Context: an optimization exercise on an open-source flow, tuned for small area. The choices shown serve that exercise and are no tape-out recipe. The RTL was checked by simulation tests, not by an equivalence proof against the original design.

==> inputs of pepper <==
## wb_regfile
module wb_regfile
#(
  parameter int DATA_W = mips_pkg::DATA_W_DEF,
  parameter int ADDR_W = mips_pkg::ADDR_W_DEF,
  parameter bit BYPASS = 1'b1
) (
  input  logic              clock,
  input  logic              reset,
  input  logic              memtoreg,
  input  logic              regwrite,
  input  logic [DATA_W-1:0] read_data,
  input  logic [DATA_W-1:0] alu_result,
  input  logic [ADDR_W-1:0] write_reg,
  input  logic [ADDR_W-1:0] rs_addr,
  input  logic [ADDR_W-1:0] rt_addr,
  output logic [DATA_W-1:0] rs_data,
  output logic [DATA_W-1:0] rt_data,
  output logic [DATA_W-1:0] wb_data,
  output logic              wb_valid,
  input  logic [ADDR_W-1:0] dbg_addr,
  output logic [DATA_W-1:0] dbg_data,
  output logic [31:0]       commit_count
);
==> module wb_regfile, before the edit <==
module wb_regfile
#(
  parameter int DATA_W = mips_pkg::DATA_W_DEF,
  parameter int ADDR_W = mips_pkg::ADDR_W_DEF,
  parameter bit BYPASS = 1'b1
) (
  input  logic              clock,
  input  logic              reset,
  input  logic              memtoreg,
  input  logic              regwrite,
  input  logic [DATA_W-1:0] read_data,
  input  logic [DATA_W-1:0] alu_result,
  input  logic [ADDR_W-1:0] write_reg,
  input  logic [ADDR_W-1:0] rs_addr,
  input  logic [ADDR_W-1:0] rt_addr,
  output logic [DATA_W-1:0] rs_data,
  output logic [DATA_W-1:0] rt_data,
  output logic [DATA_W-1:0] wb_data,
  output logic              wb_valid,
  input  logic [ADDR_W-1:0] dbg_addr,
  output logic [DATA_W-1:0] dbg_data,
  output logic [31:0]       commit_count
);
  localparam int NUM_REGS = 2 ** ADDR_W;
  localparam logic [ADDR_W-1:0] ZERO_IDX = ADDR_W'(mips_pkg::REG_ZERO);
  logic [DATA_W-1:0] regs [NUM_REGS];
  logic [31:0]       commit_count_q;
  logic              commit;
  wb_mux #(
    .DATA_W (DATA_W)
  ) u_wb_mux (
    .memtoreg   (memtoreg),
    .read_data  (read_data),
    .alu_result (alu_result),
    .wb_data    (wb_data)
  );
  always_comb begin
    wb_valid = regwrite && (write_reg != ZERO_IDX);
    commit   = wb_valid && !reset;
  end
  always_ff @(posedge clock) begin
    if (reset) begin
      for (int i = 0; i < NUM_REGS; i++) begin
        regs[i] <= '0;
      end
    end else if (commit) begin
      regs[write_reg] <= wb_data;
    end
  end
  always_ff @(posedge clock) begin
    if (reset) begin
      commit_count_q <= '0;
    end else if (commit) begin
      commit_count_q <= commit_count_q + 32'd1;
    end
  end
  assign commit_count = commit_count_q;
  always_comb begin
    rs_data = '0;
    rt_data = '0;
    if (rs_addr != ZERO_IDX) begin
      if (BYPASS && wb_valid && (rs_addr == write_reg)) begin
        rs_data = wb_data;
      end else begin
        rs_data = regs[rs_addr];
      end
    end
    if (rt_addr != ZERO_IDX) begin
      if (BYPASS && wb_valid && (rt_addr == write_reg)) begin
        rt_data = wb_data;
      end else begin
        rt_data = regs[rt_addr];
      end
    end
  end
  always_comb begin
    dbg_data = '0;
    if (dbg_addr != ZERO_IDX) begin
      dbg_data = regs[dbg_addr];
    end
  end
endmodule
clock: 6.0 ns
lec_check: 0
cap_margin: 20
core_margin: 2
core_utilization: 40
slew_margin: 20
run.sh (not shown) runs the stock make flow with config.mk's settings and CLKGATE_MAP_FILE= SYNTH_SCRIPT=/design/flow/synth_recipe.tcl, a recipe that flattens the netlist after the stock synthesis.
==> inputs of tundra, as changes to pepper <==
--- a/flow/design.v
+++ b/flow/design.v
@@ -48,7 +48,10 @@
   localparam int NUM_REGS = 2 ** ADDR_W;
   localparam logic [ADDR_W-1:0] ZERO_IDX = ADDR_W'(mips_pkg::REG_ZERO);
-  logic [DATA_W-1:0] regs [NUM_REGS];
-  logic [31:0]       commit_count_q;
-  logic              commit;
+  logic [NUM_REGS-1:1][DATA_W-1:0] regs;
+  logic [NUM_REGS-1:1]             wr_hit;    
+  logic [NUM_REGS-1:1]             row_en;    
+  logic [DATA_W-1:0]               row_d;     
+  logic [31:0]                     commit_count_q;
+  logic                            commit;
   wb_mux #(
     .DATA_W (DATA_W)
@@ -63,11 +66,16 @@
     commit   = wb_valid && !reset;
   end
-  always_ff @(posedge clock) begin
-    if (reset) begin
-      for (int i = 0; i < NUM_REGS; i++) begin
-        regs[i] <= '0;
+  always_comb begin
+    for (int i = 1; i < NUM_REGS; i++) begin
+      wr_hit[i] = regwrite && (write_reg == ADDR_W'(i));
+      row_en[i] = reset || wr_hit[i];
+    end
+    row_d = reset ? '0 : wb_data;
+  end
+  for (genvar i = 1; i < NUM_REGS; i++) begin : g_row
+    always_ff @(posedge clock) begin
+      if (row_en[i]) begin
+        regs[i] <= row_d;
       end
-    end else if (commit) begin
-      regs[write_reg] <= wb_data;
     end
   end
@@ -80,28 +88,91 @@
   end
   assign commit_count = commit_count_q;
+  logic [NUM_REGS-1:1] rs_sel, rt_sel, dbg_sel;
+  logic                rs_byp, rt_byp;
   always_comb begin
-    rs_data = '0;
-    rt_data = '0;
-    if (rs_addr != ZERO_IDX) begin
-      if (BYPASS && wb_valid && (rs_addr == write_reg)) begin
-        rs_data = wb_data;
-      end else begin
-        rs_data = regs[rs_addr];
-      end
+    for (int i = 1; i < NUM_REGS; i++) begin
+      rs_sel[i]  = (rs_addr == ADDR_W'(i)) && !(BYPASS && wr_hit[i]);
+      rt_sel[i]  = (rt_addr == ADDR_W'(i)) && !(BYPASS && wr_hit[i]);
+      dbg_sel[i] = (dbg_addr == ADDR_W'(i));
     end
-    if (rt_addr != ZERO_IDX) begin
-      if (BYPASS && wb_valid && (rt_addr == write_reg)) begin
-        rt_data = wb_data;
-      end else begin
-        rt_data = regs[rt_addr];
+    rs_byp = BYPASS && wb_valid && (rs_addr == write_reg);
+    rt_byp = BYPASS && wb_valid && (rt_addr == write_reg);
+  end
+  logic [NUM_REGS-1:0][DATA_W-1:0] rd_row;
+  logic [NUM_REGS-1:0]             rs_row_sel, rt_row_sel, dbg_row_sel;
+  always_comb begin
+    rd_row[0]      = wb_data;
+    rs_row_sel[0]  = rs_byp;
+    rt_row_sel[0]  = rt_byp;
+    dbg_row_sel[0] = 1'b0;
+    for (int i = 1; i < NUM_REGS; i++) begin
+      rd_row[i]      = regs[i];
+      rs_row_sel[i]  = rs_sel[i];
+      rt_row_sel[i]  = rt_sel[i];
+      dbg_row_sel[i] = dbg_sel[i];
+    end
+  end
+  rf_read_port #(.DATA_W(DATA_W), .ROWS(NUM_REGS), .FIRST(0)) u_rs_read (
+    .row (rd_row), .sel (rs_row_sel), .data (rs_data)
+  );
+  rf_read_port #(.DATA_W(DATA_W), .ROWS(NUM_REGS), .FIRST(0)) u_rt_read (
+    .row (rd_row), .sel (rt_row_sel), .data (rt_data)
+  );
+  rf_read_port #(.DATA_W(DATA_W), .ROWS(NUM_REGS), .FIRST(1)) u_dbg_read (
+    .row (rd_row), .sel (dbg_row_sel), .data (dbg_data)
+  );
+endmodule
+module rf_read_port #(
+  parameter int DATA_W = 32,
+  parameter int ROWS   = 32,
+  parameter int FIRST  = 0
+) (
+  input  logic [ROWS-1:0][DATA_W-1:0] row,
+  input  logic [ROWS-1:0]             sel,
+  output logic [DATA_W-1:0]           data
+);
+  localparam int N      = ROWS - FIRST;
+  localparam int GROUPS = (N + 2) / 3;
+  logic [GROUPS-1:0][DATA_W-1:0] term_n;
+  for (genvar g = 0; g < GROUPS; g++) begin : g_grp
+    localparam int R = FIRST + 3 * g;
+    localparam int K = (N - 3 * g >= 3) ? 3 : (N - 3 * g);
+    for (genvar b = 0; b < DATA_W; b++) begin : g_bit
+      if (K == 3) begin : g_3
+        rf_aoi222 u_aoi (
+          .a0 (row[R][b]),     .s0 (sel[R]),
+          .a1 (row[R + 1][b]), .s1 (sel[R + 1]),
+          .a2 (row[R + 2][b]), .s2 (sel[R + 2]),
+          .y  (term_n[g][b])
+        );
+      end else if (K == 2) begin : g_2
+        rf_aoi22 u_aoi (
+          .a0 (row[R][b]),     .s0 (sel[R]),
+          .a1 (row[R + 1][b]), .s1 (sel[R + 1]),
+          .y  (term_n[g][b])
+        );
+      end else begin : g_1
+        assign term_n[g][b] = !(row[R][b] && sel[R]);
       end
     end
   end
   always_comb begin
-    dbg_data = '0;
-    if (dbg_addr != ZERO_IDX) begin
-      dbg_data = regs[dbg_addr];
+    data = '0;
+    for (int g = 0; g < GROUPS; g++) begin
+      data = data | ~term_n[g];
     end
   end
 endmodule
+module rf_aoi222 (
+  input  logic a0, s0, a1, s1, a2, s2,
+  output logic y
+);
+  assign y = !((a0 && s0) || (a1 && s1) || (a2 && s2));
+endmodule
+module rf_aoi22 (
+  input  logic a0, s0, a1, s1,
+  output logic y
+);
+  assign y = !((a0 && s0) || (a1 && s1));
+endmodule
 `default_nettype wire
==> flow/flow/run.sh (new file) <==
#!/bin/bash
# Standard ORFS layout, with the port buffers made of the smallest buffer,
# clock tree synthesis run with smaller clock buffers, larger sink clusters
# and without dummy loads, and global routing steered off met1/met2.
FLOWDIR=$(cd "$(dirname "$0")" && pwd)
bash standard.sh \
  BUFFER_PORTS_ARGS="-buffer_cell sky130_fd_sc_hd__buf_1" \
  CTS_ARGS="-sink_clustering_enable -repair_clock_nets -dont_use_dummy_load -buf_list sky130_fd_sc_hd__clkbuf_8 -sink_clustering_size 32 -sink_clustering_max_diameter 100" \
  FASTROUTE_TCL="$FLOWDIR/fastroute.tcl" \
  RECOVER_POWER=100 \
  finish > standard.log 2>&1
==> flow/flow/fastroute.tcl (new file) <==
# Global routing layers as the platform sets them, with less of met1 and met2
# offered to the global router so that more wiring goes to met3 and met4.
set_global_routing_layer_adjustment $::env(MIN_ROUTING_LAYER)-$::env(MAX_ROUTING_LAYER) 0.2
set_global_routing_layer_adjustment met1 0.6
set_global_routing_layer_adjustment met2 0.5

set_routing_layers -clock $::env(MIN_CLK_ROUTING_LAYER)-$::env(MAX_ROUTING_LAYER)
set_routing_layers -signal $::env(MIN_ROUTING_LAYER)-$::env(MAX_ROUTING_LAYER)
==> flow/standard.sh (new file) <==
#!/bin/bash
# synth_recipe.tcl (not shown) runs the flow's synth.tcl, then flattens the netlist and writes it again
# the make line also repeats each setting of config.mk as NAME=value (left out here)
make -C /OpenROAD-flow-scripts/flow DESIGN_CONFIG=/design/flow/config.mk WORK_HOME=/design/flow/orfs CLKGATE_MAP_FILE= SYNTH_SCRIPT=/design/flow/synth_recipe.tcl "${@:-finish}"
Settings changed: CAP_MARGIN 20 to 5, CELL_PAD_IN_SITES_DETAIL_PLACEMENT set to 1, CELL_PAD_IN_SITES_GLOBAL_PLACEMENT set to 1, CORE_UTILIZATION 40 to 50, SLEW_MARGIN 20 to 5, SYNTH_HIERARCHICAL set to 1, SYNTH_MINIMUM_KEEP_SIZE set to 0.
removed: flow/run.sh
==> summary.txt <==
tundra did not get past 5_1_grt, error GRT-0116. pepper finished clean. Between tundra and pepper, the lower synthesized area is in tundra (gap 28%, measured against pepper). Against tundra, the synthesized cell count of pepper is higher by 58%.
==> figures <==
quantity	tundra	pepper
Result of the run	did not finish	complete, no violations
Stage where the flow stopped	5_1_grt	-
Clk Tree Root Cell	clkbuf_8	clkbuf_16
Cell Area, Placed	51,500 um2	69,800 um2
Mean instance size in the synthesized netlist	15.9 um2	13.9 um2
FP Rows	111	146
Count of yosys warnings during synthesis	10	2
Synthesized netlist cell count	2,917	4,608
Clock sinks	1,024	1,056
Resize count post-CTS	0	2
Placed cell count	4,544	6,745
Initial cell density of the core	0.505	0.403
Chip Width	308 um	403 um

[static timing again, ports no longer ideal]
The flow's constraints put no driver on any port. The routed layout listed below was extracted and timed again, unchanged, in two steps. Step 1, drivers: a clkbuf_16 drives clock and a buf_2 each remaining input, both assumed. Step 2 also shifts input and output timing later by t, the mid clock arrival at the registers, as if the neighbouring blocks saw the same clock. Three values: no drivers, after step 1, after step 2; two values: the first two.
run: pepper
shift t [ns]: 0.834
slack for setup (ns): 0.173 / 0.151 / 0.151
worst data-port slew with drivers (ns): 0.08
After both steps pepper still meets setup and hold. For pepper, drivers alone change the setup slack by -0.022 ns; drivers and shift together by -0.022 ns.
